This design comes from an exercise in tuning for small area on the open sky130 flow, not from production work. Only simulation tests tie the RTL to the original design; equivalence was not proved. Power figures rest on the tool's default switching activity, not on a simulated workload.

File: flow/design.v
module wr_rx_streamer_deframer #(
  parameter int unsigned FIFO_DEPTH = 64,
  parameter logic [15:0] MAGIC      = 16'h5752
) (
  input  logic        clk_sys,
  input  logic        rst,
  input  logic [15:0] snk_data,
  input  logic        snk_valid,
  input  logic        snk_sof,
  input  logic        snk_eof,
  input  logic        snk_error,
  output logic        snk_stall,
  output logic [31:0] rx_data,
  output logic        rx_valid,
  input  logic        rx_dreq,
  output logic        rx_first,
  output logic        rx_last,
  output logic        rx_lost,
  output logic        rx_error,
  output logic [31:0] cnt_frames,
  output logic [15:0] cnt_bad,
  output logic [15:0] cnt_lost
);
  localparam int unsigned NS = FIFO_DEPTH - 1;
  localparam int unsigned AW = $clog2(NS);
  localparam int unsigned CW = $clog2(FIFO_DEPTH);
  localparam logic [CW-1:0] StallLevel = CW'(FIFO_DEPTH - 2);
  typedef enum logic [2:0] {StIdle, StHdrSeq, StPayHi, StPayLo, StDiscard} state_e;
  state_e        state_q, state_d;
  logic [AW-1:0] dp_q, rd_q;
  logic [CW-1:0] count_q;
  logic [15:0]   expected_q, expected_d;
  logic          pend_q, pend_d;
  logic          lost_pend_q, lost_pend_d;
  logic          first_frame_q, first_frame_d;
  logic          prev_last_q;
  logic          accept, pop, eval_magic, frame_inc, lost_inc;
  logic          hi_we, lo_we, ab_we;
  logic [1:0]    n_commit, bad_inc;
  logic [16:0]   bad_sum;
  logic [16*NS-1:0] mem_hi, mem_lo;
  logic [NS-1:0]    mem_last, mem_err, mem_lost;
  logic [NS-1:0]    wsel, rsel;
  assign rx_valid  = (count_q != '0);
  assign snk_stall = (count_q >= StallLevel);
  assign accept    = snk_valid && !snk_stall;
  assign pop       = rx_valid && rx_dreq;
  always_comb begin
    state_d       = state_q;
    expected_d    = expected_q;
    pend_d        = pend_q;
    lost_pend_d   = lost_pend_q;
    first_frame_d = first_frame_q;
    eval_magic    = 1'b0;
    frame_inc     = 1'b0;
    lost_inc      = 1'b0;
    bad_inc       = 2'd0;
    n_commit      = 2'd0;
    hi_we         = 1'b0;
    lo_we         = 1'b0;
    ab_we         = 1'b0;
    if (accept) begin
      unique case (state_q)
        StIdle:    eval_magic = snk_sof;
        StDiscard: if (snk_eof) state_d = StIdle;
        default: begin
          if (snk_error || snk_sof) begin
            ab_we    = pend_q;
            n_commit = {1'b0, pend_q};
            pend_d   = 1'b0;
            bad_inc  = 2'd1;
            if (snk_error) state_d = snk_eof ? StIdle : StDiscard;
            else           eval_magic = 1'b1;
          end else if (state_q == StHdrSeq) begin
            if (!first_frame_q && snk_data != expected_q) begin
              lost_pend_d = 1'b1;
              lost_inc    = 1'b1;
            end
            expected_d    = snk_data + 16'd1;
            first_frame_d = 1'b0;
            if (snk_eof) begin
              frame_inc = 1'b1;
              state_d   = StIdle;
            end else begin
              state_d = StPayHi;
            end
          end else if (state_q == StPayHi) begin
            hi_we = 1'b1;
            if (snk_eof) begin
              ab_we    = pend_q;
              n_commit = {1'b0, pend_q};
              pend_d   = 1'b0;
              bad_inc  = 2'd1;
              state_d  = StIdle;
            end else begin
              state_d = StPayLo;
            end
          end else begin
            lo_we = 1'b1;
            if (!pend_q) lost_pend_d = 1'b0;
            if (snk_eof) begin
              n_commit  = pend_q ? 2'd2 : 2'd1;
              pend_d    = 1'b0;
              frame_inc = 1'b1;
              state_d   = StIdle;
            end else begin
              n_commit = {1'b0, pend_q};
              pend_d   = 1'b1;
              state_d  = StPayHi;
            end
          end
        end
      endcase
    end
    if (eval_magic) begin
      if (snk_data == MAGIC && !snk_eof) begin
        state_d = StHdrSeq;
      end else begin
        bad_inc = bad_inc + 2'd1;
        state_d = snk_eof ? StIdle : StDiscard;
      end
    end
  end
  assign bad_sum = {1'b0, cnt_bad} + 17'(bad_inc);
  always_ff @(posedge clk_sys) begin
    if (rst) begin
      state_q       <= StIdle;
      dp_q          <= '0;
      rd_q          <= '0;
      count_q       <= '0;
      expected_q    <= '0;
      pend_q        <= 1'b0;
      lost_pend_q   <= 1'b0;
      first_frame_q <= 1'b1;
      prev_last_q   <= 1'b1;
      cnt_frames    <= '0;
      cnt_bad       <= '0;
      cnt_lost      <= '0;
    end else begin
      state_q       <= state_d;
      if (lo_we) dp_q <= (dp_q == AW'(NS - 1)) ? '0 : dp_q + AW'(1);
      if (pop) begin
        rd_q        <= (rd_q == AW'(NS - 1)) ? '0 : rd_q + AW'(1);
        prev_last_q <= rx_last;
      end
      count_q       <= count_q + CW'(n_commit) - CW'(pop);
      expected_q    <= expected_d;
      pend_q        <= pend_d;
      lost_pend_q   <= lost_pend_d;
      first_frame_q <= first_frame_d;
      cnt_frames    <= cnt_frames + 32'(frame_inc);
      cnt_bad       <= bad_sum[16] ? 16'hFFFF : bad_sum[15:0];
      if (lost_inc && cnt_lost != 16'hFFFF) cnt_lost <= cnt_lost + 16'd1;
    end
  end
  always_comb begin
    for (int i = 0; i < NS; i++) begin
      wsel[i] = (dp_q == AW'(i));
      rsel[i] = (rd_q == AW'(i));
    end
  end
  for (genvar i = 0; i < NS; i++) begin : g_slot
    localparam int unsigned NX = (i + 1) % NS;
    always_ff @(posedge clk_sys) begin
      if (hi_we && wsel[i]) mem_hi[16*i +: 16] <= snk_data;
      if (lo_we && wsel[i]) begin
        mem_lo[16*i +: 16] <= snk_data;
        mem_lost[i]        <= lost_pend_q & ~pend_q;
      end
      if ((lo_we && wsel[i]) || (ab_we && wsel[NX])) begin
        mem_last[i] <= ab_we | snk_eof;
        mem_err[i]  <= ab_we;
      end
    end
  end
  always_comb begin
    rx_data  = '0;
    rx_last  = 1'b0;
    rx_lost  = 1'b0;
    rx_error = 1'b0;
    for (int i = 0; i < NS; i++) begin
      rx_data  = rx_data | ({mem_hi[16*i +: 16], mem_lo[16*i +: 16]} & {32{rsel[i]}});
      rx_last  = rx_last | (mem_last[i] & rsel[i]);
      rx_lost  = rx_lost | (mem_lost[i] & rsel[i]);
      rx_error = rx_error | (mem_err[i] & rsel[i]);
    end
  end
  assign rx_first = prev_last_q;
endmodule
File: flow/run.sh
#!/bin/bash
# synth_recipe.tcl (not shown) runs the flow's synth.tcl, then flattens the netlist and writes it again
# the make line also repeats each setting of config.mk as NAME=value (left out here)
make -C /OpenROAD-flow-scripts/flow DESIGN_CONFIG=/design/flow/config.mk WORK_HOME=/design/flow/orfs CLKGATE_MAP_FILE= SYNTH_SCRIPT=/design/flow/synth_recipe.tcl finish
File: flow/config.mk
export PLATFORM = sky130hd
export DESIGN_NAME = wr_rx_streamer_deframer
export DESIGN_NICKNAME = wr_rx_streamer_deframer
export VERILOG_FILES = /design/flow/design.v
export SDC_FILE = /design/flow/constraint.sdc
export NUM_CORES = 4
export LEC_CHECK = 0
export CAP_MARGIN = 20
export CORE_MARGIN = 2
export CORE_UTILIZATION = 30
export SLEW_MARGIN = 20
File: flow/constraint.sdc
create_clock -name core_clock -period 10.0 [get_ports {clk_sys}]
set_input_delay 2.0000 -clock core_clock [delete_from_list [all_inputs] [get_ports {clk_sys}]]
set_output_delay 2.0000 -clock core_clock [all_outputs]
set_load 0.01 [all_outputs]
==> implementation parameters, run 1 <==
Parameter                              Value

Cells and area
  Share of final-layout standard cells stronger than drive strength 1    14.29%
  Register area    68320 um^2
  Area of all placed cells without fillers    100900 um^2
  Area growth from synthesis to layout    17.60%
  Fillers    26690
  Finished Layout Cells    9446
  Area taken by multi-input logic gates    17230 um^2
  Final Net Count    5542

Setup path
  Crit path arrival time    5.75 ns
  Start-to-end type of the worst setup path    flop to primary output
  Worst Setup End Kind    primary output
  Depth of the worst register-to-register path    6
  Cell family with most CP delay    simple AND/OR/NAND/NOR gates
  Highest fanout seen on the critical path    19
  Peak per-stage delay on the critical path    0.93 ns
  Endpoint of the worst register-to-register path    mem_lo[105]
  Startpoint type of the worst setup path    flop
  Number of buffer and inverter instances along the worst setup path    3
  Worst r2r src    state_q[0]
  Ordered list of cells on the worst path    inv_1 > ha_1 > nand3b_1 > nor2_4 > buf_4 > a22oi_1 > nand4_1 > or4_1 > or3_1 > clkdlybuf4s50_1
  Data required time of the worst path    8.00 ns
  Reg2reg setup slack    5.73 ns
  Slowest cell on the critical path    nor2_4

Place
  Pre-CTS WS    3.318 ns
  Number of placed cells counting well taps    9018
  Gp weighted congestion    0.9307
  Placed Instance Area    93480 um^2
  HPWL Detailed    203500 um
  Buffers on Ports    124

Route
  Initial drt markers    12960
  Number of nets with antenna violations after detailed routing    0
  Number of vias after detailed routing    58220
  Remaining DRCs    0
  Avg WL per Cell    38.77 um
  First-pass DRT Iterations    9
  Total length of routed wires    366200 um
  Via-to-Cell Ratio    6.163

Logic synthesis
  Synthesized net count    5227
  Synthesized area per cell    16.59 um^2
  Count of flip-flops with a built-in enable after synthesis    2205
  Dominant cell by count in the synthesized netlist    edfxtp_1
  Most area-hungry cell type in the Yosys netlist    edfxtp_1
  Cell types with the highest counts after synthesis    edfxtp_1, a22oi_1, nor2_1
  Ys Warns    1
  Most area-consuming cells after synthesis    edfxtp_1, a22oi_1, dfxtp_1
  Netlist area before placement    85840 um^2
  Number of instances in the synthesized netlist    5174
  Commonest register cell after synthesis    edfxtp_1
  Sequential cell area fraction in the yosys report    79.59%
  Async set-reset flop share out of synthesis    0%
  Area share of the largest cell type after synthesis    77.14%
  Count of distinct cell types in the synthesized netlist    70
  Post-synthesis sequential element count    2310

Global route
  First-pass GRT wire length    480600 um
  Initial antenna violation count    20
  Vias in the first global route    53130
  Maximum number of pins on one net before global-route repair    128
  Grt ovf    0
  Total routing resource utilization after global routing    24.31%

Power
  Power density over cell area    200.5 nW/um^2
  Switching pwr    4.440 mW
  Switching share of power    21.94%
  Sequential Power Share    52.4%
  Internal Pwr Total    15.80 mW
  Peak supply drop    210.9 uV
  Combinational Power Share    4.6%
  LEAKAGE    31.43 nW
  Clk network pwr share    43.0%

Clocking
  Number of clock sinks seen by CTS    2310
  Hold buffer count at cts    0
  Latest clock arrival within the worst-skew pair    0.96 ns
  Maximum root-to-sink buffer count    4
  H-tree levels    4
  Clock slew at the register clock pins of the worst setup and hold paths    0.06 ns
  CTS Root Cell    clkbuf_16
  # Post-CTS Setup Buffers    0
  Number of clock buffers inserted by TritonCTS    229
  Clock tree from TritonCTS    yes
  CTS resizes    0

Floorplan
  Core outline area    285000 um^2
  Area enclosed by the die boundary    290400 um^2
  Die boundary width    538.9 um
  Initial Util    30.12%
  I/O pin cnt    125
  Number of standard-cell rows in the floorplan    196
  Die Y    538.9 um

Timing
  Number of hold violations in the final report    0
  Worst-case hold slack    0.4488 ns
  Fmax    0.1291 GHz
  Total count of max-transition violations in the final report    0
  Post-layout worst setup margin    2.253 ns
  Final period util    77.47%
  Setup repair after global routing missed its margin    false
  Worst slew margin relative to its limit    13.91%
  Post-Route Skew    0.1514 ns
  Worst-margin pin slew    1.280 ns
  Post-Route Setup TNS    0 ns
  Setup violations, final    0
  Fin crit period    7.747 ns

Hold path
  End point of the most critical hold path    first_frame_q
  HP Start    first_frame_q
  Hold Crit Class    flop to flop
  Count of cells along the worst hold path    1

Flow run
  Max cap viols    0

Status
  Run status    finished clean
-- kinds of logic (layout without fill, tap and decap cells) --
logic type	count (synthesis)	in the layout	synth area share, %
buffers and inverters	316	811	1.440
other	0	15	0
DFF	2310	2310	79.59
muxes	19	19	0.2391
AOI/OAI and AO/OA	1218	1218	10.58
xor gates and xnor gates	77	77	0.7857
and+or+nand+nor	1204	1204	6.915
adders and majority gates	30	30	0.4548
-- worst max path at each step --
| stage | slack (ns) | depth (start not counted) | to | from |
|---|---|---|---|---|
| 3_3_place_gp | 3.02 | 10 | rx_data[5] | rd_q[0] |
| 2_1_floorplan | 5.09 | 17 | count_q[4] | snk_error |
| 4_1_cts | 2.34 | 7 | rx_data[2] | rd_q[3] |
| 3_5_place_dp | 3.32 | 7 | rx_data[2] | rd_q[3] |
| 5_1_grt | 2.26 | 10 | rx_last | rd_q[0] |
| 6_report | 2.25 | 10 | rx_last | rd_q[0] |
-- power groups by stage --
stage,clock [mW],sequential [mW],combinational [mW]
detailed placement,0,10.8,0.897
finish,8.71,10.6,0.925
global route,9.06,10.6,0.959
floorplan,0,10.8,0.336
global placement,0,10.8,0.882
CTS,8.69,10.6,0.901
-- final cells by class --
cell class                      instances  area share, %
Multi-Input combinational cell       2548          17.06
Clock inverter                        138          1.433
Tap cell                             3762          4.663
Inverter                               32         0.1190
Clock buffer                          273          5.883
Timing Repair Buffer                  368          3.121
Sequential cell                      2310          67.68
Antenna cell                           15        0.03719
-- cell usage in the layout (no fill, tap or decap), types with 60 or more instances in the layout --
cell type / netlist / routed
nand4_1: 177 / 177
clkdlybuf4s50_1: 0 / 107
and3_1: 77 / 77
buf_4: 5 / 251
edfxtp_1: 2205 / 2205
nor2_2: 2 / 106
nor3_1: 63 / 60
nand3_1: 117 / 117
a22oi_1: 970 / 970
clkbuf_16: 0 / 231
nor2_1: 313 / 127
nand2_1: 290 / 288
nor2_4: 0 / 82
dfxtp_1: 105 / 105
-- flip-flops by register name (all words and copies together), names as in the netlist, 3 cells and up --
| name | count |
|---|---|
| count_q | 6 |
| cnt_lost | 16 |
| mem_lo | 1008 |
| rd_q | 6 |
| state_q | 3 |
| mem_last | 63 |
| dp_q | 6 |
| mem_err | 63 |
| mem_hi | 1008 |
| mem_lost | 63 |
| cnt_frames | 32 |
| cnt_bad | 16 |
| expected_q | 16 |
-- routing by layer --
layer	global-route usage (%)	vias to the layer above	wire [um]
li1	-	21730	-
met1	31.51	29460	125700
met2	35.61	5843	154400
met3	8.996	1171	62900
met4	12.20	20	23090
met5	0	-	136
-- worst reg2reg max path, stage by stage, from the launching register on --
cell and delay (ns):
dfxtp_1 0.44, or2_1 0.27, nand4_1 0.56, or2_4 0.70
buf_4 0.58, nor2_2 1.01, buf_4 0.47
-- metrics by stage --
step | power [mW] | utilization, %
finish | 20.24 | 35.42
CTS | 20.19 | 35.40
floorplan | 11.14 | -
detailed placement | 11.71 | 32.81
global route | 20.62 | 35.41
global placement | 11.69 | 32.76
==> run 2: changes to the inputs <==
--- a/flow/config.mk
+++ b/flow/config.mk
@@ -7,5 +7,6 @@
 export LEC_CHECK = 0
 export CAP_MARGIN = 20
 export CORE_MARGIN = 2
-export CORE_UTILIZATION = 30
+export CORE_UTILIZATION = 65
+export CTS_BUF_LIST = sky130_fd_sc_hd__clkbuf_4 sky130_fd_sc_hd__clkbuf_8
 export SLEW_MARGIN = 20
==> run 2 against run 1 <==
Register-to-register slack gained 0.19 ns. Cell count shrank 19%. First-iteration DRC count grew 6.1%. Count of clock-buffer cells in the layout grew 233. Core utilization grew 39 points. Global-route usage grew 27 points. Critical endpoint is now rx_data[20]. Critical path type unchanged. Hold slack lost 0.0038 ns. Wire length shrank 6.0%. Critical path depth shrank 2. Via count grew 1.2%. Design area shrank 3.2%. Largest power group unchanged. Sequential power is essentially flat. Largest cell class unchanged. Still clean.
==> implementation parameters, run 2 <==
Parameter                              Value

Hold path
  Hold Crit Class    flop to flop
  Count of cells along the worst hold path    1 (unchanged)
  HP Start    first_frame_q
  End point of the most critical hold path    first_frame_q

Cells and area
  Commonest cells after routing, fill and taps aside    edfxtp_1, a22oi_1, clkbuf_8
  Area of all placed cells without fillers    97710 um^2 (-3.2%)
  Share of final-layout standard cells stronger than drive strength 1    17.49% (+3.2 points)
  Area growth from synthesis to layout    13.83%
  Top Registers    mem_hi (1008), mem_lo (1008)
  Final Net Count    5671 (+2.3%)
  Most common library cell in the layout ignoring fill and taps    edfxtp_1
  Fillers    8088 (-70%)
  Register area    68320 um^2 (unchanged)
  Area taken by multi-input logic gates    17220 um^2 (about the same)

Place
  Gp weighted congestion    0.9689 (+4.1%)
  Placed Instance Area    90790 um^2 (-2.9%)
  Buffers on Ports    124 (unchanged)
  HPWL Detailed    195300 um (-4.0%)

Setup path
  Start-to-end type of the worst setup path    flop to primary output
  Crit path arrival time    5.90 ns (+0.15 ns)
  Data required time of the worst path    8.00 ns (about the same)
  Startpoint type of the worst setup path    flop
  Depth of the worst register-to-register path    18 (+12)
  Endpoint of the worst register-to-register path    count_q[4]
  Worst r2r src    state_q[1]
  Worst Setup End Kind    primary output
  Reg2reg setup slack    5.92 ns (+0.19 ns)
  Launch point of the critical path    rd_q[3]
  Highest fanout seen on the critical path    25 (+6)

Logic synthesis
  Most area-consuming cells after synthesis    edfxtp_1, a22oi_1, dfxtp_1
  Share of synthesized cell area in and, or, nand and nor gates    6.915% (unchanged)
  Count of distinct cell types in the synthesized netlist    70 (unchanged)
  Adder and majority gate portion of the synthesized area    0.4548% (unchanged)
  Synthesized net count    5227 (unchanged)
  Count of flip-flops with a built-in enable after synthesis    2205 (unchanged)
  Netlist area before placement    85840 um^2 (unchanged)
  Multiplexer share of the synthesized area    0.2391% (unchanged)
  Commonest register cell after synthesis    edfxtp_1
  Area share of the largest cell type after synthesis    77.14% (unchanged)
  Post-synthesis sequential element count    2310 (unchanged)
  Sequential cell area fraction in the yosys report    79.59% (unchanged)
  Synthesized area per cell    16.59 um^2 (unchanged)
  XOR/XNOR Fraction of Synth Area    0.7857% (unchanged)
  Async set-reset flop share out of synthesis    0% (unchanged)
  Ys Warns    1 (unchanged)
  Synth Area in Compound Gates    10.58% (unchanged)
  Most area-hungry cell type in the Yosys netlist    edfxtp_1
  Dominant cell by count in the synthesized netlist    edfxtp_1
  Dominant combinational cell family by area after synthesis    compound AO/OA/AOI/OAI gates
  Number of instances in the synthesized netlist    5174 (unchanged)
  Cell types with the highest counts after synthesis    edfxtp_1, a22oi_1, nor2_1

Timing
  Worst-margin pin slew    1.296 ns (+0.01662 ns)
  Final period util    78.96% (+1.5 points)
  Post-Route Setup TNS    0 ns (unchanged)
  Number of hold violations in the final report    0 (unchanged)
  Setup violations, final    0 (unchanged)
  Post-Route Skew    0.05840 ns (-0.09300 ns)
  Worst slew margin relative to its limit    13.59% (-0.32 points)
  Fmax    0.1266 GHz (-1.9%)
  Total count of max-transition violations in the final report    0 (unchanged)
  Setup repair after global routing missed its margin    false
  Fin crit period    7.896 ns (+0.1497 ns)

Clocking
  Number of clock sinks seen by CTS    2310 (unchanged)
  Maximum root-to-sink buffer count    4 (unchanged)
  Latest clock arrival within the worst-skew pair    1.07 ns (+0.11 ns)
  Clock slew at the register clock pins of the worst setup and hold paths    0.06 ns (about the same)
  H-tree levels    5 (+1)
  CTS resizes    0 (unchanged)
  CTS Root Cell    clkbuf_8
  # Post-CTS Setup Buffers    0 (unchanged)
  Number of clock buffers inserted by TritonCTS    368 (+61%)
  Clock tree from TritonCTS    yes
  Hold buffer count at cts    0 (unchanged)

Floorplan
  Die boundary width    367.4 um (-32%)
  Core outline area    131300 um^2 (-54%)
  Die Y    367.4 um (-32%)
  I/O pin cnt    125 (unchanged)
  Area enclosed by the die boundary    135000 um^2 (-54%)
  Initial Util    65.38% (+35 points)
  Number of standard-cell rows in the floorplan    133 (-32%)

Power
  Peak supply drop    153.9 uV (-27%)
  LEAKAGE    31.40 nW (about the same)
  Power density over cell area    197.5 nW/um^2 (-1.5%)

Status
  Run status    finished clean

Route
  Total length of routed wires    344300 um (-6.0%)
  Number of vias after detailed routing    58920 (+1.2%)
  Remaining DRCs    0 (unchanged)
  Via-to-Cell Ratio    7.710 (+25%)
  First-pass DRT Iterations    9 (unchanged)
  Initial drt markers    13760 (+6.1%)
  Number of nets with antenna violations after detailed routing    0 (unchanged)
  Avg WL per Cell    45.06 um (+16%)

Global route
  Maximum number of pins on one net before global-route repair    98 (-23%)
  First-pass GRT wire length    457100 um (-4.9%)
  Vias in the first global route    54530 (+2.6%)
  Grt ovf    0 (unchanged)
  Initial antenna violation count    19 (-5.0%)
  Total routing resource utilization after global routing    50.97% (+27 points)

Flow run
  Max cap viols    0 (unchanged)
## run 2: cell counts after synthesis
Identical to the previous run, type by type.
## run 2: cell families (layout without fill, tap and decap cells)
group / Yosys count / count (layout)
XOR/XNOR: 77 / 77
AND/OR/NAND/NOR: 1204 / 1204
flip-flops: 2310 / 2310
multiplexers: 19 / 19
other: 0 / 11
AO/OA/AOI/OAI: 1218 / 1218
buffers and inverters: 316 / 1018
adder cells (fa/ha/maj): 30 / 30
## run 2: where the power goes
part	switching (mW)	internal, mW
registers	0.0125	10.6
clock network	3.65	4.12
logic	0.651	0.266
total	4.32	15.0
## run 2: how the worst max path moves through the flow
stage                   to  cells after the start
2_1_floorplan   count_q[4]                     17
3_3_place_gp   rx_data[20]                      8
3_5_place_dp   rx_data[18]                      8
4_1_cts        rx_data[18]                      8
5_1_grt        rx_data[20]                      8
6_report       rx_data[20]                      8
## run 2: through the flow
stage | total power [mW] | hold WS [ns] | cells | setup WS, ns | util [%]
after global routing | 19.64 | 0.4568 | 7632 | 2.284 | 74.40
final | 19.30 | 0.4450 | 7642 | 2.104 | 74.42
after CTS | 19.18 | 0.4443 | 7630 | 2.359 | 74.38
after floorplan | 11.14 | 0.4188 | 5174 | 5.094 | -
after global placement | 11.67 | 0.4249 | 7002 | 3.507 | 69.13
after detailed placement | 11.68 | 0.4316 | 7002 | 3.461 | 69.15
## run 2: worst max-delay path, cell delays in order, from the launching register on
cell and delay, ns:
dfxtp_1 0.62, nand2b_2 0.92, nor2_4 0.33, buf_4 0.43, a22oi_1 0.32, nand3_1 0.14, nor4_1 1.02, nand3_1 0.35
clkdlybuf4s50_1 0.58
## run 2: routing by layer
metal  global-route usage (%)  routed length (um)  part of all wire, %  vias to the layer above
met5                   0.7479                 231                0.067                        -
met4                    27.16               23580                  6.8                       19
met3                    26.26               71670                   21                     1339
met2                    69.46              140500                   41                     6885
met1                    66.64              108400                   31                    28700
li1                         -                   -                    -                    21980
## run 2: cell type report
cell class | instances | area share, %
inverters | 32 | 0.1229
well taps | 1755 | 2.247
repair buffers | 358 | 3.037
diodes | 11 | 0.02817
flip-flops and latches | 2310 | 69.92
clock inverters | 122 | 0.6992
clock buffers | 506 | 6.327
multi-input cells | 2548 | 17.62
==> run 3: changes to the inputs <==
--- a/flow/config.mk
+++ b/flow/config.mk
@@ -8,5 +8,7 @@
 export CAP_MARGIN = 20
 export CORE_MARGIN = 2
 export CORE_UTILIZATION = 65
-export CTS_BUF_LIST = sky130_fd_sc_hd__clkbuf_4 sky130_fd_sc_hd__clkbuf_8
+export CTS_BUF_LIST = sky130_fd_sc_hd__clkbuf_16
+export CTS_CLUSTER_DIAMETER = 80
+export CTS_CLUSTER_SIZE = 30
 export SLEW_MARGIN = 20
==> run 3 against run 2 <==
Design area decreased by 4.0%. Maximum frequency increased by 5.8%. Non-clock buffer count unchanged. Sequential power about the same. Hold slack improved by 0.011 ns. Core utilization decreased by 3.0 points. Sequential share of layout area increased by 2.9 points. Clock power decreased by 37%. Highest routed layer unchanged.
==> implementation parameters, run 3 <==
Parameter                              Value

Timing
  Post-layout worst setup margin    2.536 ns (+0.4324 ns)
  Post-Route Setup TNS    0 ns (unchanged)
  Total count of max-transition violations in the final report    0 (unchanged)
  Setup violations, final    0 (unchanged)
  Post-Route Skew    0.03833 ns (-0.02007 ns)
  Final period util    74.64% (-4.3 points)
  Worst-margin pin slew    1.380 ns (+0.08393 ns)
  Setup repair after global routing missed its margin    false
  Number of hold violations in the final report    0 (unchanged)
  Fmax    0.1340 GHz (+5.8%)
  Worst slew margin relative to its limit    7.147% (-6.4 points)
  Fin crit period    7.464 ns (-0.4324 ns)

Cells and area
  Share of final-layout standard cells stronger than drive strength 1    11.37% (-6.1 points)
  Layout Utilization    71.42% (-3.0 points)
  Area taken by multi-input logic gates    17230 um^2 (about the same)
  Most common library cell in the layout ignoring fill and taps    edfxtp_1
  Register area    68320 um^2 (unchanged)
  Area growth from synthesis to layout    9.240%
  Final Net Count    5398 (-4.8%)
  Commonest cells after routing, fill and taps aside    edfxtp_1, a22oi_1, nand2_1
  Fillers    8478 (+4.8%)
  Finished Layout Cells    7159 (-6.3%)
  Top Registers    mem_hi (1008), mem_lo (1008)

Place
  Pre-CTS WS    3.461 ns (unchanged)
  HPWL Detailed    195300 um (unchanged)
  Buffers on Ports    124 (unchanged)
  Gp weighted congestion    0.9689 (unchanged)
  Number of placed cells counting well taps    7002 (unchanged)

Logic synthesis
  Cell types with the highest counts after synthesis    edfxtp_1, a22oi_1, nor2_1
  Ys Warns    1 (unchanged)
  Commonest register cell after synthesis    edfxtp_1
  Number of instances in the synthesized netlist    5174 (unchanged)
  XOR/XNOR Fraction of Synth Area    0.7857% (unchanged)
  Most area-consuming cells after synthesis    edfxtp_1, a22oi_1, dfxtp_1
  Synthesized area per cell    16.59 um^2 (unchanged)
  Netlist area before placement    85840 um^2 (unchanged)
  Dominant combinational cell family by area after synthesis    compound AO/OA/AOI/OAI gates
  Most area-hungry cell type in the Yosys netlist    edfxtp_1
  Dominant cell by count in the synthesized netlist    edfxtp_1
  Adder and majority gate portion of the synthesized area    0.4548% (unchanged)
  Sequential cell area fraction in the yosys report    79.59% (unchanged)
  Synthesized net count    5227 (unchanged)
  Share of synthesized cell area in and, or, nand and nor gates    6.915% (unchanged)
  Post-synthesis sequential element count    2310 (unchanged)
  Count of distinct cell types in the synthesized netlist    70 (unchanged)
  Synth Area in Compound Gates    10.58% (unchanged)
  Multiplexer share of the synthesized area    0.2391% (unchanged)
  Async set-reset flop share out of synthesis    0% (unchanged)
  Count of flip-flops with a built-in enable after synthesis    2205 (unchanged)
  Area share of the largest cell type after synthesis    77.14% (unchanged)

Flow run
  Max cap viols    0 (unchanged)

Setup path
  Worst Setup End Kind    primary output
  Highest fanout seen on the critical path    25 (unchanged)
  Crit path arrival time    5.46 ns (-0.44 ns)
  Start-to-end type of the worst setup path    flop to primary output
  Data required time of the worst path    8.00 ns (about the same)
  Startpoint type of the worst setup path    flop

Global route
  Global routing usage on met1    67.04% (+0.40 points)
  First-pass GRT wire length    448200 um (-1.9%)
  Global-route track usage on met3    23.56% (-2.7 points)
  Grt ovf    0 (unchanged)
  Total routing resource utilization after global routing    50.03% (-0.94 points)
  Vias in the first global route    51710 (-5.2%)
  Maximum number of pins on one net before global-route repair    98 (unchanged)
  Layer carrying the most global-route usage    met2
  Initial antenna violation count    16 (-3)
  Grt met2 use    68.75% (-0.71 points)

Route
  Avg WL per Cell    47.28 um (+4.9%)
  First-pass DRT Iterations    7 (-2)
  Remaining DRCs    0 (unchanged)
  Via-to-Cell Ratio    7.978 (+3.5%)
  Initial drt markers    13670 (-0.64%)
  Number of vias after detailed routing    57120 (-3.1%)
  Total length of routed wires    338500 um (-1.7%)
  Number of nets with antenna violations after detailed routing    0 (unchanged)

Floorplan
  Die boundary width    367.4 um (unchanged)
  Number of standard-cell rows in the floorplan    133 (unchanged)
  Area enclosed by the die boundary    135000 um^2 (unchanged)
  Die Y    367.4 um (unchanged)
  I/O pin cnt    125 (unchanged)
  Initial Util    65.38% (unchanged)
  Core outline area    131300 um^2 (unchanged)

Clocking
  H-tree levels    3 (-2)
  Clock tree from TritonCTS    yes
  CTS Root Cell    clkbuf_16
  CTS resizes    0 (unchanged)
  Clock slew at the register clock pins of the worst setup and hold paths    0.11 ns (+0.05 ns)
  # Post-CTS Setup Buffers    0 (unchanged)
  Hold buffer count at cts    0 (unchanged)
  Maximum root-to-sink buffer count    3 (-1)
  Number of clock sinks seen by CTS    2310 (unchanged)
  Latest clock arrival within the worst-skew pair    0.76 ns (-0.31 ns)
  Number of clock buffers inserted by TritonCTS    95 (-74%)

Power
  LEAKAGE    29.22 nW (-6.9%)
  Power density over cell area    174.9 nW/um^2 (-11%)
  Peak supply drop    199.0 uV (+29%)

Status
  Run status    finished clean

Hold path
  Hold Crit Class    flop to flop
==> run 3: cell types whose count changed in the layout (fill, tap and decap cells not counted), sizes merged <==
| cell | previous run | this run |
|---|---|---|
| bufinv | 6 | 1 |
| clkbuf | 506 | 99 |
| clkinv | 110 | 14 |
| clkinvlp | 3 | 0 |
| diode | 11 | 13 |
| inv | 35 | 61 |
==> run 3: routing by layer <==
metal  vias to the layer above  part of all wire (%)  wire length (um)
li1                      21240                     -                 -
met1                     28120                    32            107600
met2                      6551                    41            138200
met3                      1198                    20             69220
met4                        12                   6.9             23440
met5                         -                 0.023                77
==> run 3: path summary, 6_finish.rpt <==
| check | from | end | slack [ns] | cells past startpoint |
|---|---|---|---|---|
| worst min register to register | first_frame_q | first_frame_q | 0.46 | 1 |
| worst min-delay path | first_frame_q | first_frame_q | 0.46 | 1 |
| worst max register to register | state_q[1] | count_q[4] | 5.85 | 18 |
| worst max-delay path | rd_q[3] | rx_data[23] | 2.54 | 8 |
==> run 3: area by class of cell <==
type / instances / area share (%)
Inverter: 32 / 0.1281
Clock inverter: 44 / 0.4617
Sequential cell: 2310 / 72.86
Clock buffer: 99 / 2.642
Tap cell: 1755 / 2.342
Timing Repair Buffer: 358 / 3.165
Multi-Input combinational cell: 2548 / 18.37
Antenna cell: 13 / 0.03469
==> run 3: power by group <==
part           switching (mW)  total [mW]  internal, mW
registers              0.0127        10.6          10.6
clock network            3.00        4.90          1.90
logic                   0.651       0.917         0.266
total                    3.66        16.4          12.7
==> run 3: cells by family (layout without fill, tap and decap cells) <==
logic type | after synthesis | in the layout
AOI/OAI and AO/OA | 1218 | 1218
xor gates and xnor gates | 77 | 77
adders and majority gates | 30 | 30
buffers and inverters | 316 | 533
DFF | 2310 | 2310
muxes | 19 | 19
other | 0 | 13
and+or+nand+nor | 1204 | 1204
==> run 3: worst max-delay path: stages, from the launching register on <==
cell and delay [ns]:
dfxtp_1 0.65, nand2b_2 0.90, nor2_4 0.33, buf_4 0.45
a22oi_1 0.29, nand4_1 0.12, nor3_1 0.96, nand4_1 0.29
clkdlybuf4s50_1 0.58
==> run 3: per-stage QoR <==
step / hold slack, ns / total power, mW / cell area [um^2]
6_report: 0.4557 / 16.40 / 93770
5_1_grt: 0.4686 / 16.64 / 93730
4_1_cts: 0.4564 / 16.29 / 93700
3_5_place_dp: 0.4316 / 11.68 / 90790
3_3_place_gp: 0.4249 / 11.67 / 90770
2_1_floorplan: 0.4188 / 11.14 / 85840
==> run 4: changes to the inputs <==
--- a/flow/config.mk
+++ b/flow/config.mk
@@ -5,10 +5,10 @@
 export SDC_FILE = /design/flow/constraint.sdc
 export NUM_CORES = 4
 export LEC_CHECK = 0
-export CAP_MARGIN = 20
+export CAP_MARGIN = 5
 export CORE_MARGIN = 2
 export CORE_UTILIZATION = 65
 export CTS_BUF_LIST = sky130_fd_sc_hd__clkbuf_16
 export CTS_CLUSTER_DIAMETER = 80
-export CTS_CLUSTER_SIZE = 30
-export SLEW_MARGIN = 20
+export CTS_CLUSTER_SIZE = 24
+export SLEW_MARGIN = 5
==> run 4 against run 3 <==
Worst setup slack worse by 0.19 ns. Critical endpoint is now rx_data[20]. Still clean on timing, DRC and antenna. Power grew 2.0%. Flip-flop and latch count unchanged. Register-to-register slack worse by 0.03 ns. Critical path type unchanged. Clock power grew 6.7%. Global-route usage increased by 0.34 points. Via count rose by 0.22%.
==> implementation parameters, run 4 <==
Parameter                              Value

Clocking
  H-tree levels    3 (unchanged)
  Maximum root-to-sink buffer count    3 (unchanged)
  Number of clock buffers inserted by TritonCTS    110 (+16%)
  Clock slew at the register clock pins of the worst setup and hold paths    0.10 ns (about the same)
  Clock tree from TritonCTS    yes
  Number of clock sinks seen by CTS    2310 (unchanged)
  Hold buffer count at cts    0 (unchanged)
  CTS resizes    0 (unchanged)
  CTS Root Cell    clkbuf_16
  Latest clock arrival within the worst-skew pair    0.79 ns (+0.03 ns)
  # Post-CTS Setup Buffers    0 (unchanged)

Status
  Run status    finished clean

Setup path
  Highest fanout seen on the critical path    25 (unchanged)
  Start-to-end type of the worst setup path    flop to primary output
  Crit path arrival time    5.66 ns (+0.20 ns)
  Endpoint of the worst register-to-register path    count_q[4]
  Data required time of the worst path    8.00 ns (about the same)
  Cell with the most instances on the worst path    nand3_1
  Startpoint type of the worst setup path    flop
  Worst Setup End Kind    primary output
  Depth of the worst register-to-register path    18 (unchanged)
  Slowest cell on the critical path    nor4_1
  Ordered list of cells on the worst path    nand2b_2 > nor2_4 > buf_4 > a22oi_1 > nand3_1 > nor4_1 > nand3_1 > clkdlybuf4s50_1
  Reg2reg setup slack    5.82 ns (-0.03 ns)
  Peak per-stage delay on the critical path    1.07 ns (+0.11 ns)
  Worst r2r src    state_q[1]

Hold path
  End point of the most critical hold path    first_frame_q
  Hold Crit Class    flop to flop
  Count of cells along the worst hold path    1 (unchanged)
  HP Start    first_frame_q

Timing
  Setup violations, final    0 (unchanged)
  Total count of max-transition violations in the final report    0 (unchanged)
  Post-Route Setup TNS    0 ns (unchanged)
  Post-Route Skew    0.03784 ns (-0.0004890 ns)
  Final period util    76.58% (+1.9 points)
  Fmax    0.1306 GHz (-2.5%)
  Fin crit period    7.658 ns (+0.1937 ns)
  Worst slew margin relative to its limit    5.203% (-1.9 points)
  Number of hold violations in the final report    0 (unchanged)
  Setup repair after global routing missed its margin    false
  Post-layout worst setup margin    2.342 ns (-0.1937 ns)
  Worst-margin pin slew    1.409 ns (+0.02889 ns)

Place
  Buffers on Ports    124 (unchanged)
  Gp weighted congestion    0.9689 (unchanged)
  HPWL Detailed    195300 um (about the same)
  Pre-CTS WS    3.433 ns (-0.02806 ns)
  Placed Instance Area    90770 um^2 (about the same)

Logic synthesis
  Sequential cell area fraction in the yosys report    79.59% (unchanged)
  XOR/XNOR Fraction of Synth Area    0.7857% (unchanged)
  Commonest register cell after synthesis    edfxtp_1
  Synthesized net count    5227 (unchanged)
  Synth Area in Compound Gates    10.58% (unchanged)
  Most area-consuming cells after synthesis    edfxtp_1, a22oi_1, dfxtp_1
  Cell types with the highest counts after synthesis    edfxtp_1, a22oi_1, nor2_1
  Async set-reset flop share out of synthesis    0% (unchanged)
  Synthesized area per cell    16.59 um^2 (unchanged)
  Most area-hungry cell type in the Yosys netlist    edfxtp_1
  Count of flip-flops with a built-in enable after synthesis    2205 (unchanged)
  Netlist area before placement    85840 um^2 (unchanged)
  Area share of the largest cell type after synthesis    77.14% (unchanged)
  Multiplexer share of the synthesized area    0.2391% (unchanged)
  Adder and majority gate portion of the synthesized area    0.4548% (unchanged)
  Ys Warns    1 (unchanged)
  Dominant combinational cell family by area after synthesis    compound AO/OA/AOI/OAI gates
  Share of synthesized cell area in and, or, nand and nor gates    6.915% (unchanged)
  Number of instances in the synthesized netlist    5174 (unchanged)
  Count of distinct cell types in the synthesized netlist    70 (unchanged)
  Dominant cell by count in the synthesized netlist    edfxtp_1
  Post-synthesis sequential element count    2310 (unchanged)

Global route
  Vias in the first global route    52130 (+0.80%)
  Total routing resource utilization after global routing    50.36% (+0.34 points)
  First-pass GRT wire length    450900 um (+0.60%)
  Maximum number of pins on one net before global-route repair    98 (unchanged)
  Initial antenna violation count    24 (+8)
  Grt ovf    0 (unchanged)

Cells and area
  Top Registers    mem_hi (1008), mem_lo (1008)
  Most common library cell in the layout ignoring fill and taps    edfxtp_1
  Area growth from synthesis to layout    9.625%
  Layout Utilization    71.67% (+0.25 points)
  Area of all placed cells without fillers    94100 um^2 (+0.35%)
  Commonest cells after routing, fill and taps aside    edfxtp_1, a22oi_1, nand2_1
  Final Net Count    5412 (+0.26%)
  Share of final-layout standard cells stronger than drive strength 1    11.36% (about the same)

Route
  First-pass DRT Iterations    7 (unchanged)
  Total length of routed wires    340100 um (+0.47%)
  Number of nets with antenna violations after detailed routing    0 (unchanged)
  Via-to-Cell Ratio    7.971 (about the same)
  Initial drt markers    14270 (+4.4%)
  Remaining DRCs    0 (unchanged)
  Number of vias after detailed routing    57240 (+0.22%)
  Avg WL per Cell    47.36 um (+0.16%)

Floorplan
  Core outline area    131300 um^2 (unchanged)
  Number of standard-cell rows in the floorplan    133 (unchanged)
  Initial Util    65.38% (unchanged)
  Die boundary width    367.4 um (unchanged)
  I/O pin cnt    125 (unchanged)
  Die Y    367.4 um (unchanged)
  Area enclosed by the die boundary    135000 um^2 (unchanged)

Power
  Power consumption    16.73 mW (+2.0%)
  Power density over cell area    177.8 nW/um^2 (+1.6%)
  LEAKAGE    29.43 nW (+0.70%)
  Peak supply drop    185.3 uV (-6.9%)

Flow run
  Max cap viols    0 (unchanged)
-- run 4: cell counts after synthesis --
Identical to the previous run, type by type.
-- run 4: per-stage QoR --
step | hold slack [ns] | instances
final | 0.4537 | 7181
after global routing | 0.4675 | 7167
after CTS | 0.4546 | 7167
after detailed placement | 0.4316 | 7002
after global placement | 0.4249 | 7002
after floorplan | 0.4188 | 5174
-- run 4: where the power goes --
| part | total, mW | internal [mW] | switching (mW) |
|---|---|---|---|
| Clock | 5.23 | 2.22 | 3.01 |
| Combinational | 0.918 | 0.265 | 0.653 |
| Sequential | 10.6 | 10.6 | 0.0125 |
-- run 4: layer usage --
metal  global-route usage, %  vias up  wire [um]
li1                        -    21260          -
met1                   67.15    28090     106900
met2                   68.76     6544     138200
met3                   23.76     1335      70040
met4                   27.21       20      24780
met5                  0.8903        -        145
-- run 4: worst max-delay path by stage --
| stage | start | cells past startpoint | to | slack (ns) |
|---|---|---|---|---|
| floorplan | snk_error | 17 | count_q[4] | 5.09 |
| global placement | rd_q[3] | 8 | rx_data[20] | 3.51 |
| detailed placement | rd_q[3] | 8 | rx_data[19] | 3.43 |
| CTS | rd_q[3] | 8 | rx_data[19] | 2.61 |
| global route | rd_q[2] | 8 | rx_data[18] | 2.44 |
| finish | rd_q[3] | 8 | rx_data[20] | 2.34 |
-- run 4: cell type report --
cell class / count / area [um^2]
Sequential cell: 2310 / 68320
Tap cell: 1755 / 2196
Multi-Input combinational cell: 2548 / 17200
Antenna cell: 14 / 35.03
Clock inverter: 50 / 407.9
Fill cell: 8434 / 37200
Clock buffer: 115 / 2878
Inverter: 32 / 120.1
Timing Repair Buffer: 357 / 2948
-- run 4: critical path: cells and delay by family, from the launching register on --
| kind | cells | cell delay [ns] |
|---|---|---|
| simple gates | 5 | 2.78 |
| buf+inv | 2 | 1.07 |
| compound gates | 1 | 0.30 |
| flops | 1 | 0.66 |
-- run 4: cells by family after synthesis --
logic type	count (synthesis)
XOR/XNOR	77
flip-flops	2310
AND/OR/NAND/NOR	1204
AO/OA/AOI/OAI	1218
multiplexers	19
adder cells (fa/ha/maj)	30
buffers and inverters	316
==> run 5: changes to the inputs <==
==> flow/flow/run.sh (new file) <==
#!/bin/bash
# Standard ORFS layout, with CTS told not to add dummy balancing loads and the port buffers
# made with the smallest buffer. Each tool's output is in the ORFS logs under orfs/logs/.
set -euo pipefail
export CTS_ARGS="-sink_clustering_enable -repair_clock_nets -dont_use_dummy_load -sink_clustering_size 30 -sink_clustering_max_diameter 80 -buf_list sky130_fd_sc_hd__clkbuf_16"
export BUFFER_PORTS_ARGS="-buffer_cell sky130_fd_sc_hd__buf_1"
bash standard.sh > standard.log 2>&1
==> flow/standard.sh (new file) <==
#!/bin/bash
# synth_recipe.tcl (not shown) runs the flow's synth.tcl, then flattens the netlist and writes it again
# the make line also repeats each setting of config.mk as NAME=value (left out here)
make -C /OpenROAD-flow-scripts/flow DESIGN_CONFIG=/design/flow/config.mk WORK_HOME=/design/flow/orfs CLKGATE_MAP_FILE= SYNTH_SCRIPT=/design/flow/synth_recipe.tcl "${@:-finish}"
--- a/flow/config.mk
+++ b/flow/config.mk
@@ -5,10 +5,10 @@
 export SDC_FILE = /design/flow/constraint.sdc
 export NUM_CORES = 4
 export LEC_CHECK = 0
-export CAP_MARGIN = 5
+export CAP_MARGIN = 20
 export CORE_MARGIN = 2
 export CORE_UTILIZATION = 65
 export CTS_BUF_LIST = sky130_fd_sc_hd__clkbuf_16
 export CTS_CLUSTER_DIAMETER = 80
-export CTS_CLUSTER_SIZE = 24
-export SLEW_MARGIN = 5
+export CTS_CLUSTER_SIZE = 30
+export SLEW_MARGIN = 20
removed: flow/run.sh
==> run 5 against run 4 <==
Clock skew is 0.010 ns higher. Global-route usage about the same. Via count grew 0.87%. Critical path type unchanged. Largest power group unchanged.
==> implementation parameters, run 5 <==
Parameter                              Value

Status
  Run status    finished clean

Power
  LEAKAGE    28.70 nW (-2.5%)
  Switching share of power    21.75% (-0.20 points)
  Switching pwr    3.468 mW (-5.6%)
  Power density over cell area    172.1 nW/um^2 (-3.2%)
  Sequential Power Share    66.4% (+3.1 points)
  Peak supply drop    164.4 uV (-11%)
  Combinational Power Share    5.4% (about the same)
  Internal Pwr Total    12.47 mW (-4.5%)
  Clk network pwr share    28.2% (-3.0 points)

Logic synthesis
  XOR/XNOR Fraction of Synth Area    0.7857% (unchanged)
  Multiplexer share of the synthesized area    0.2391% (unchanged)
  Dominant combinational cell family by area after synthesis    compound AO/OA/AOI/OAI gates
  Most area-consuming cells after synthesis    edfxtp_1, a22oi_1, dfxtp_1
  Ys Warns    1 (unchanged)
  Async set-reset flop share out of synthesis    0% (unchanged)
  Count of flip-flops with a built-in enable after synthesis    2205 (unchanged)
  Most area-hungry cell type in the Yosys netlist    edfxtp_1
  Count of distinct cell types in the synthesized netlist    70 (unchanged)
  Adder and majority gate portion of the synthesized area    0.4548% (unchanged)
  Synthesized net count    5227 (unchanged)
  Area share of the largest cell type after synthesis    77.14% (unchanged)
  Synthesized area per cell    16.59 um^2 (unchanged)
  Post-synthesis sequential element count    2310 (unchanged)
  Cell types with the highest counts after synthesis    edfxtp_1, a22oi_1, nor2_1
  Number of instances in the synthesized netlist    5174 (unchanged)
  Synth Area in Compound Gates    10.58% (unchanged)
  Share of synthesized cell area in and, or, nand and nor gates    6.915% (unchanged)
  Netlist area before placement    85840 um^2 (unchanged)
  Sequential cell area fraction in the yosys report    79.59% (unchanged)
  Commonest register cell after synthesis    edfxtp_1
  Dominant cell by count in the synthesized netlist    edfxtp_1

Cells and area
  Share of final-layout standard cells stronger than drive strength 1    10.97% (-0.39 points)
  Final Net Count    5405 (-0.13%)
  Most common library cell in the layout ignoring fill and taps    edfxtp_1
  Area growth from synthesis to layout    7.921%
  Commonest cells after routing, fill and taps aside    edfxtp_1, a22oi_1, nand2_1
  Top Registers    mem_hi (1008), mem_lo (1008)
  Fillers    8407 (-0.32%)
  Layout Utilization    70.55% (-1.1 points)

Timing
  Post-Route Setup TNS    0 ns (unchanged)
  Final period util    72.07% (-4.5 points)
  Fin crit period    7.207 ns (-0.4507 ns)
  Fmax    0.1388 GHz (+6.3%)
  Setup violations, final    0 (unchanged)
  Worst slew margin relative to its limit    12.68% (+7.5 points)
  Worst-margin pin slew    1.307 ns (-0.1022 ns)
  Post-Route Skew    0.04812 ns (+0.01028 ns)
  Number of hold violations in the final report    0 (unchanged)
  Total count of max-transition violations in the final report    0 (unchanged)
  Setup repair after global routing missed its margin    false

Route
  Number of nets with antenna violations after detailed routing    0 (unchanged)
  First-pass DRT Iterations    10 (+3)
  Via-to-Cell Ratio    8.111 (+1.8%)
  Avg WL per Cell    47.96 um (+1.3%)
  Remaining DRCs    0 (unchanged)
  Initial drt markers    14480 (+1.5%)
  Total length of routed wires    341400 um (+0.39%)
  Number of vias after detailed routing    57740 (+0.87%)

Clocking
  Maximum root-to-sink buffer count    3 (unchanged)
  Latest clock arrival within the worst-skew pair    0.77 ns (-0.02 ns)
  Number of clock sinks seen by CTS    2310 (unchanged)
  CTS resizes    0 (unchanged)
  # Post-CTS Setup Buffers    0 (unchanged)
  Clock tree from TritonCTS    yes
  CTS Root Cell    clkbuf_16
  H-tree levels    3 (unchanged)
  Number of clock buffers inserted by TritonCTS    94 (-15%)
  Clock slew at the register clock pins of the worst setup and hold paths    0.09 ns (about the same)
  Hold buffer count at cts    0 (unchanged)

Floorplan
  Die Y    367.4 um (unchanged)
  Die boundary width    367.4 um (unchanged)
  Core outline area    131300 um^2 (unchanged)
  I/O pin cnt    125 (unchanged)
  Initial Util    65.38% (unchanged)
  Area enclosed by the die boundary    135000 um^2 (unchanged)
  Number of standard-cell rows in the floorplan    133 (unchanged)

Setup path
  Cell with the most instances on the worst path    nand3_1
  Highest fanout seen on the critical path    22 (-12%)
  Peak per-stage delay on the critical path    0.99 ns (-0.08 ns)
  Startpoint type of the worst setup path    flop
  Crit path arrival time    5.21 ns (-0.45 ns)
  Slowest cell on the critical path    nor4_1
  Ordered list of cells on the worst path    nand2b_2 > nor2_4 > buf_4 > a22oi_1 > nand3_1 > nor4_1 > nand3_1 > buf_1
  Data required time of the worst path    8.00 ns (about the same)
  Start-to-end type of the worst setup path    flop to primary output
  Worst Setup End Kind    primary output

Place
  HPWL Detailed    197700 um (+1.2%)
  Buffers on Ports    124 (unchanged)
  Gp weighted congestion    0.9689 (unchanged)

Global route
  Total routing resource utilization after global routing    50.36% (about the same)
  Vias in the first global route    52010 (-0.22%)
  Grt ovf    0 (unchanged)
  Initial antenna violation count    16 (-33%)
  Maximum number of pins on one net before global-route repair    126 (+29%)
  First-pass GRT wire length    450700 um (about the same)

Flow run
  Max cap viols    0 (unchanged)

Hold path
  Hold Crit Class    flop to flop
run 5: cell type report:
class	instances	area, um^2	area share (%)
multi-input cells	2548	17230	18.60
inverters	32	120.1	0.1297
flip-flops and latches	2310	68320	73.75
clock buffers	94	2352	2.539
diodes	14	35.03	0.03782
repair buffers	366	2384	2.573
well taps	1755	2196	2.370
run 5: layer usage:
layer | track usage [%] | routed length [um] | up-vias
met4 | 26.25 | 23870 | 18
met5 | 0 | 113 | -
met1 | 68.03 | 108400 | 28530
met3 | 21.99 | 68400 | 1322
met2 | 69.73 | 140600 | 6666
li1 | - | - | 21200
run 5: cell families (layout without fill, tap and decap cells):
logic type,count (synthesis),count (layout)
other,0,14
adder cells (fa/ha/maj),30,30
buffers and inverters,316,492
multiplexers,19,19
AND/OR/NAND/NOR,1204,1204
AO/OA/AOI/OAI,1218,1218
flip-flops,2310,2310
XOR/XNOR,77,77
run 5: power by group through the flow:
stage,Sequential (mW),Combinational (mW),Clock [mW]
final,10.6,0.862,4.49
after global routing,10.6,0.872,4.72
after CTS,10.6,0.813,4.41
after detailed placement,10.8,0.810,0
after global placement,10.8,0.797,0
after floorplan,10.8,0.336,0
run 5: path summary, 6_finish.rpt:
check           startpoint            end  slack, ns  depth (start not counted)
min reg2reg  first_frame_q  first_frame_q       0.46                          1
max                rd_q[3]    rx_data[20]       2.79                          8
max reg2reg     state_q[0]    mem_lo[325]       5.93                          5
min          first_frame_q  first_frame_q       0.46                          1
run 5: per-stage QoR:
step / cells / power, mW / hold slack [ns] / worst slack, ns / instance area (um^2)
global placement: 7010 / 11.60 / 0.4252 / 3.813 / 90180
CTS: 7104 / 15.81 / 0.4625 / 3.082 / 92550
global route: 7105 / 16.18 / 0.4866 / 2.895 / 92600
finish: 7119 / 15.94 / 0.4555 / 2.793 / 92640
floorplan: 5174 / 11.14 / 0.4188 / 5.094 / 85840
detailed placement: 7010 / 11.62 / 0.4406 / 3.838 / 90200
run 5: worst max-delay path: cells and delay by family, from the launching register on:
kind | cells | cell delay [ns]
simple gates | 5 | 2.73
buf+inv | 2 | 0.74
flops | 1 | 0.64
compound gates | 1 | 0.32
==> run 6: changes to the inputs <==
--- a/flow/design.v
+++ b/flow/design.v
@@ -173,17 +173,32 @@
       end
     end
   end
+  logic [34:0] grp_n [21];
+  for (genvar g = 0; g < 21; g++) begin : g_rd
+    for (genvar b = 0; b < 35; b++) begin : g_bit
+      wr_rx_sel3 u_sel (
+        .d({slot_bit(3*g+2, b), slot_bit(3*g+1, b), slot_bit(3*g, b)}),
+        .s(rsel[3*g +: 3]),
+        .y_n(grp_n[g][b])
+      );
+    end
+  end
   always_comb begin
-    rx_data  = '0;
-    rx_last  = 1'b0;
-    rx_lost  = 1'b0;
-    rx_error = 1'b0;
-    for (int i = 0; i < NS; i++) begin
-      rx_data  = rx_data | ({mem_hi[16*i +: 16], mem_lo[16*i +: 16]} & {32{rsel[i]}});
-      rx_last  = rx_last | (mem_last[i] & rsel[i]);
-      rx_lost  = rx_lost | (mem_lost[i] & rsel[i]);
-      rx_error = rx_error | (mem_err[i] & rsel[i]);
-    end
+    {rx_error, rx_lost, rx_last, rx_data} = '0;
+    for (int g = 0; g < 21; g++)
+      {rx_error, rx_lost, rx_last, rx_data} = {rx_error, rx_lost, rx_last, rx_data} | ~grp_n[g];
   end
   assign rx_first = prev_last_q;
+  function automatic logic slot_bit(input int unsigned i, input int unsigned b);
+    logic [34:0] w;
+    w = {mem_err[i], mem_lost[i], mem_last[i], mem_hi[16*i +: 16], mem_lo[16*i +: 16]};
+    slot_bit = w[b];
+  endfunction
 endmodule
+module wr_rx_sel3 (
+  input  logic [2:0] d,
+  input  logic [2:0] s,
+  output logic       y_n
+);
+  assign y_n = ~|(d & s);
+endmodule
==> flow/flow/run.sh (replaced) <==
#!/bin/bash
# Standard ORFS layout, with CTS told not to add dummy balancing loads and the port buffers
# made with the smallest buffer. Each tool's output is in the ORFS logs under orfs/logs/.
set -euo pipefail
export CTS_ARGS="-sink_clustering_enable -repair_clock_nets -dont_use_dummy_load -sink_clustering_size 30 -sink_clustering_max_diameter 60 -buf_list sky130_fd_sc_hd__clkbuf_16"
export BUFFER_PORTS_ARGS="-buffer_cell sky130_fd_sc_hd__buf_1"
bash standard.sh > standard.log 2>&1
--- a/flow/config.mk
+++ b/flow/config.mk
@@ -9,6 +9,7 @@
 export CORE_MARGIN = 2
 export CORE_UTILIZATION = 65
 export CTS_BUF_LIST = sky130_fd_sc_hd__clkbuf_16
-export CTS_CLUSTER_DIAMETER = 80
+export CTS_CLUSTER_DIAMETER = 60
 export CTS_CLUSTER_SIZE = 30
 export SLEW_MARGIN = 20
+export SYNTH_HIERARCHICAL = 1
==> run 6 against run 5 <==
Synthesized cell count decreased by 18%. Critical endpoint is now rx_data[31]. Highest routed layer unchanged. Largest cell class unchanged. Clock power rose by about 20%. Clock skew increased by 0.012 ns. Sequential share of layout area up 1.6 points.
==> implementation parameters, run 6 <==
Parameter                              Value

Route
  Avg WL per Cell    37.07 um (-23%)
  Via-to-Cell Ratio    7.547 (-7.0%)
  First-pass DRT Iterations    14 (+4)
  Initial drt markers    10770 (-26%)
  Number of nets with antenna violations after detailed routing    0 (unchanged)
  Number of vias after detailed routing    48030 (-17%)
  Remaining DRCs    0 (unchanged)
  Total length of routed wires    235900 um (-31%)

Clocking
  CTS resizes    0 (unchanged)
  Number of clock buffers inserted by TritonCTS    143 (+52%)
  Latest clock arrival within the worst-skew pair    0.82 ns (+0.05 ns)
  Clock tree from TritonCTS    yes
  Clock slew at the register clock pins of the worst setup and hold paths    0.06 ns (-0.03 ns)
  Maximum root-to-sink buffer count    3 (unchanged)
  Hold buffer count at cts    0 (unchanged)
  CTS Root Cell    clkbuf_16
  # Post-CTS Setup Buffers    0 (unchanged)
  Number of clock sinks seen by CTS    2310 (unchanged)
  H-tree levels    4 (+1)

Floorplan
  Initial Util    65.53% (+0.16 points)
  Core outline area    125600 um^2 (-4.4%)
  Die Y    359.8 um (-2.1%)
  Number of standard-cell rows in the floorplan    130 (-2.3%)
  Area enclosed by the die boundary    129500 um^2 (-4.1%)
  I/O pin cnt    125 (unchanged)
  Die boundary width    359.8 um (-2.1%)

Setup path
  Highest fanout seen on the critical path    35 (+59%)
  Startpoint type of the worst setup path    flop
  Data required time of the worst path    8.00 ns (about the same)
  Crit path arrival time    4.95 ns (-0.26 ns)
  Start-to-end type of the worst setup path    flop to primary output
  Worst Setup End Kind    primary output

Logic synthesis
  Count of flip-flops with a built-in enable after synthesis    2205 (unchanged)
  Most area-hungry cell type in the Yosys netlist    edfxtp_1
  Synthesized net count    4321 (-17%)
  Area share of the largest cell type after synthesis    80.47% (+3.3 points)
  Sequential cell area fraction in the yosys report    83.02% (+3.4 points)
  Dominant cell by count in the synthesized netlist    edfxtp_1
  Synthesized area per cell    19.28 um^2 (+16%)
  Count of distinct cell types in the synthesized netlist    60 (-14%)
  Netlist area before placement    82290 um^2 (-4.1%)
  Ys Warns    8 (+7)
  Cell types with the highest counts after synthesis    edfxtp_1, a222oi_1, nor2_1
  Commonest register cell after synthesis    edfxtp_1
  Post-synthesis sequential element count    2310 (unchanged)
  Async set-reset flop share out of synthesis    0% (unchanged)
  Most area-consuming cells after synthesis    edfxtp_1, a222oi_1, dfxtp_1
  Number of instances in the synthesized netlist    4268 (-18%)

Cells and area
  Final Net Count    4763 (-12%)
  Top Registers    mem_hi (1008), mem_lo (1008)
  Fillers    7756 (-7.7%)
  Most common library cell in the layout ignoring fill and taps    edfxtp_1
  Share of final-layout standard cells stronger than drive strength 1    11.34% (+0.37 points)
  Register area    68320 um^2 (unchanged)
  Area taken by multi-input logic gates    14200 um^2 (-18%)
  Area growth from synthesis to layout    10.16%
  Commonest cells after routing, fill and taps aside    edfxtp_1, a222oi_1, nor2_1

Flow run
  Max cap viols    0 (unchanged)

Timing
  Post-layout worst setup margin    3.053 ns (+0.2600 ns)
  Fin crit period    6.947 ns (-0.2600 ns)
  Setup violations, final    0 (unchanged)
  Total count of max-transition violations in the final report    0 (unchanged)
  Post-Route Setup TNS    0 ns (unchanged)
  Final period util    69.47% (-2.6 points)
  Setup repair after global routing missed its margin    false
  Worst-margin pin slew    1.225 ns (-0.08207 ns)
  Worst slew margin relative to its limit    17.60% (+4.9 points)
  Number of hold violations in the final report    0 (unchanged)
  Post-Route Skew    0.06034 ns (+0.01221 ns)
  Fmax    0.1439 GHz (+3.7%)

Place
  Buffers on Ports    124 (unchanged)
  HPWL Detailed    138000 um (-30%)
  Pre-CTS WS    3.768 ns (-0.07005 ns)
  Gp weighted congestion    0.9211 (-4.9%)

Power
  Power density over cell area    187.3 nW/um^2 (+8.8%)
  Internal Pwr Total    13.36 mW (+7.1%)
  LEAKAGE    28.18 nW (-1.8%)
  Clk network pwr share    31.8% (+3.6 points)
  Switching share of power    21.33% (-0.42 points)
  Peak supply drop    201.0 uV (+22%)
  Switching pwr    3.621 mW (+4.4%)
  Combinational Power Share    5.8% (+0.4 points)
  Sequential Power Share    62.4% (-4.0 points)

Global route
  Vias in the first global route    45840 (-12%)
  First-pass GRT wire length    333300 um (-26%)
  Total routing resource utilization after global routing    36.46% (-14 points)
  Grt ovf    0 (unchanged)
  Maximum number of pins on one net before global-route repair    129 (+2.4%)
  Initial antenna violation count    10 (-6)

Hold path
  Hold Crit Class    flop to flop

Status
  Run status    finished clean
## run 6: metrics by stage
step / cells / hold slack, ns / util, % / area (um^2) / total power, mW
5_1_grt: 6358 / 0.5194 / 72.18 / 90630 / 17.36
3_3_place_gp: 6211 / 0.4694 / 69.21 / 86910 / 11.75
3_5_place_dp: 6214 / 0.4869 / 69.27 / 86980 / 11.76
6_report: 6364 / 0.4941 / 72.19 / 90650 / 16.98
2_1_floorplan: 4268 / 0.4492 / - / 82290 / 11.16
4_1_cts: 6357 / 0.4966 / 72.12 / 90560 / 16.96
## run 6: Yosys stat by module (local to each module, per instance)
| module | times used | cells | area, um^2 | flops+latches |
|---|---|---|---|---|
| wr_rx_sel3 | 735 | 1 | 10.01 | 0 |
| wr_rx_streamer_deframer | 1 | 3533 | 74930 | 2310 |
## run 6: final timing paths
kind	start	end	slack, ns	depth (start not counted)
setup / recovery	rd_q[5]	rx_data[31]	3.05	9
hold / removal	first_frame_q	first_frame_q	0.49	2
setup reg to reg	count_q[2]	mem_hi[699]	6.19	6
hold reg to reg	first_frame_q	first_frame_q	0.49	2
## run 6: per-layer routing
layer | part of all wire (%) | global-route usage [%]
met1 | 35 | 51.65
met2 | 45 | 54.68
met3 | 15 | 9.319
met4 | 4.6 | 15.73
met5 | 0.019 | 0
## run 6: power groups by stage
stage	Sequential [mW]	Combinational [mW]	Clock, mW
final	10.6	0.984	5.40
after global routing	10.6	1.02	5.74
after CTS	10.6	0.948	5.42
after detailed placement	10.8	0.944	0
after global placement	10.8	0.934	0
after floorplan	10.8	0.355	0
## run 6: cell type report
class | instances | share of cell area, %
inverters | 32 | 0.1325
flip-flops and latches | 2310 | 75.36
well taps | 1650 | 2.277
repair buffers | 357 | 2.602
clock buffers | 143 | 3.948
diodes | 6 | 0.01656
multi-input cells | 1866 | 15.66
## run 6: cells by family after synthesis
| family | Yosys count | share of synthesized area [%] |
|---|---|---|
| XOR/XNOR | 75 | 0.7983 |
| AND/OR/NAND/NOR | 901 | 5.304 |
| buffers and inverters | 92 | 0.4653 |
| multiplexers | 8 | 0.1125 |
| adder cells (fa/ha/maj) | 30 | 0.4744 |
| flip-flops | 2310 | 83.02 |
| AO/OA/AOI/OAI | 852 | 9.826 |
## run 6: worst max-delay path, stage by stage, from the launching register on
cell      delay [ns]
dfxtp_1         0.42
nand2b_1        0.59
buf_4           0.36
nor2_4          0.04
buf_4           0.34
a222oi_1        0.44
nand4_1         0.31
nor4_1          1.06
nand2_1         0.34
buf_1           0.23
==> run 7: changes to the inputs <==
==> flow/flow/run.sh (replaced) <==
#!/bin/bash
# Standard ORFS layout, with CTS told not to add dummy balancing loads and the port buffers
# made with the smallest buffer. Each tool's output is in the ORFS logs under orfs/logs/.
set -euo pipefail
export CTS_ARGS="-sink_clustering_enable -repair_clock_nets -dont_use_dummy_load -sink_clustering_size 34 -sink_clustering_max_diameter 60 -buf_list sky130_fd_sc_hd__clkbuf_16"
export BUFFER_PORTS_ARGS="-buffer_cell sky130_fd_sc_hd__buf_1"
bash standard.sh > standard.log 2>&1
==> flow/config.mk (replaced) <==
export PLATFORM = sky130hd
export DESIGN_NAME = wr_rx_streamer_deframer
export DESIGN_NICKNAME = wr_rx_streamer_deframer
export VERILOG_FILES = /design/flow/design.v
export SDC_FILE = /design/flow/constraint.sdc
export NUM_CORES = 4
export LEC_CHECK = 0
export CAP_MARGIN = 10
export CORE_MARGIN = 2
export CORE_UTILIZATION = 70
export CTS_BUF_LIST = sky130_fd_sc_hd__clkbuf_16
export CTS_CLUSTER_DIAMETER = 60
export CTS_CLUSTER_SIZE = 34
export SLEW_MARGIN = 10
export SYNTH_HIERARCHICAL = 1
==> run 7 against run 6 <==
Via count barely moved. Die area decreased by 7.1%. Flip-flop and latch count did not move. Core utilization grew 5.2 points. Maximum frequency increased by 2.9%. First-iteration DRC count up 1.1%. Register-to-register slack got worse by 0.05 ns. Combinational power decreased by 1%. Largest cell class unchanged.
==> implementation parameters, run 7 <==
Parameter                              Value

Status
  Run status    finished clean

Floorplan
  I/O pin cnt    125 (unchanged)
  Die boundary width    346.9 um (-3.6%)
  Core outline area    116400 um^2 (-7.3%)
  Initial Util    70.72% (+5.2 points)
  Die Y    346.9 um (-3.6%)
  Area enclosed by the die boundary    120300 um^2 (-7.1%)

Clocking
  Clock tree from TritonCTS    yes
  H-tree levels    4 (unchanged)
  Number of clock buffers inserted by TritonCTS    140 (-2.1%)
  Latest clock arrival within the worst-skew pair    0.79 ns (-0.03 ns)
  Hold buffer count at cts    0 (unchanged)

Place
  Number of placed cells counting well taps    6050 (-2.6%)
  Buffers on Ports    124 (unchanged)
  Gp weighted congestion    0.9454 (+2.6%)
  Pre-CTS WS    3.905 ns (+0.1373 ns)

Setup path
  Cell with the most instances on the worst path    nand2_1
  Crit path arrival time    4.75 ns (-0.20 ns)
  Slowest cell on the critical path    nor4_1
  Data required time of the worst path    8.00 ns (about the same)
  Peak per-stage delay on the critical path    1.01 ns (-0.05 ns)

Logic synthesis
  Post-synthesis sequential element count    2310 (unchanged)
  Area share of the largest cell type after synthesis    80.47% (unchanged)
  Most area-hungry cell type in the Yosys netlist    edfxtp_1
  Synthesized net count    4321 (unchanged)
  Dominant combinational cell family by area after synthesis    compound AO/OA/AOI/OAI gates
  Number of instances in the synthesized netlist    4268 (unchanged)
  Multiplexer share of the synthesized area    0.1125% (unchanged)
  XOR/XNOR Fraction of Synth Area    0.7983% (unchanged)
  Most area-consuming cells after synthesis    edfxtp_1, a222oi_1, dfxtp_1
  Count of distinct cell types in the synthesized netlist    60 (unchanged)
  Count of flip-flops with a built-in enable after synthesis    2205 (unchanged)

Cells and area
  Final Net Count    4721 (-0.88%)
  Share of final-layout standard cells stronger than drive strength 1    10.67% (-0.67 points)
  Area growth from synthesis to layout    9.369%

Timing
  Post-layout worst setup margin    3.248 ns (+0.1950 ns)
  Post-Route Skew    0.06911 ns (+0.008772 ns)
  Worst-margin pin slew    1.357 ns (+0.1321 ns)
  Number of hold violations in the final report    0 (unchanged)
  Worst slew margin relative to its limit    8.713% (-8.9 points)
  Final period util    67.52% (-2.0 points)
  Fin crit period    6.752 ns (-0.1950 ns)

Global route
  Grt ovf    0 (unchanged)
  Maximum number of pins on one net before global-route repair    95 (-26%)

Power
  LEAKAGE    27.91 nW (-0.97%)

Route
  Remaining DRCs    0 (unchanged)
  Initial drt markers    10890 (+1.1%)
  First-pass DRT Iterations    12 (-2)

Hold path
  HP Start    prev_last_q
## run 7: cell counts after synthesis
No cell type changed its count.
## run 7: path summary, 6_finish.rpt
check / to / slack [ns] / cells after the start
setup / recovery: rx_data[17] / 3.25 / 10
hold / removal: prev_last_q / 0.47 / 1
setup reg to reg: mem_last[31] / 6.14 / 6
hold reg to reg: prev_last_q / 0.47 / 1
## run 7: cell type report
type	instances	area [um^2]
antenna	2	5.005
clock buffer	140	3503
fill	6465	26360
inverter	32	120.1
multi-input combinational	1866	14160
sequential	2310	68320
tap	1524	1907
timing repair buffer	318	1986
## run 7: per-module statistics from Yosys, one instance, submodules excluded
module / cell area (um^2) / flops+latches
wr_rx_sel3: 10.01 / 0
wr_rx_streamer_deframer: 74930 / 2310
## run 7: where the power goes
group / switching, mW / total, mW / internal [mW]
clock network: 2.82 / 5.30 / 2.48
logic: 0.741 / 0.971 / 0.230
registers: 0.0130 / 10.6 / 10.6
total: 3.57 / 16.9 / 13.3
## run 7: stage by stage
step	hold WS [ns]	instance area, um^2	utilization [%]	total power [mW]
floorplan	0.4492	82290	-	11.16
global placement	0.4469	86490	74.33	11.72
detailed placement	0.4620	86490	74.33	11.73
CTS	0.4729	89990	77.34	16.82
global route	0.4961	89990	77.34	17.22
finish	0.4665	90000	77.34	16.87
## run 7: cells by family after synthesis
logic type	count (synthesis)
AOI/OAI and AO/OA	852
xor gates and xnor gates	75
adders and majority gates	30
buffers and inverters	92
DFF	2310
muxes	8
and+or+nand+nor	901
## run 7: per-layer routing
| metal | routed length [um] | up-vias | track usage [%] |
|---|---|---|---|
| li1 | - | 19550 | - |
| met1 | 79060 | 23970 | 53.03 |
| met2 | 106100 | 3927 | 58.47 |
| met3 | 34510 | 548 | 10.92 |
| met4 | 10730 | 6 | 15.76 |
| met5 | 41 | - | 0 |
## run 7: critical path, delay by kind of cell (launching register included)
family | cells | cell delay [ns]
DFF | 1 | 0.44
adders and majority gates | 1 | 0.25
AOI/OAI and AO/OA | 1 | 0.53
buffers and inverters | 3 | 0.68
and+or+nand+nor | 5 | 2.07

Re-timed with assumed drivers on the ports (clkbuf_16 on the clock, buf_2 on other inputs), run 7 has 3.171 ns of setup slack against 3.248 ns with ideal ports, and 3.814 ns once port delays also move by the mid clock arrival of 0.830 ns.
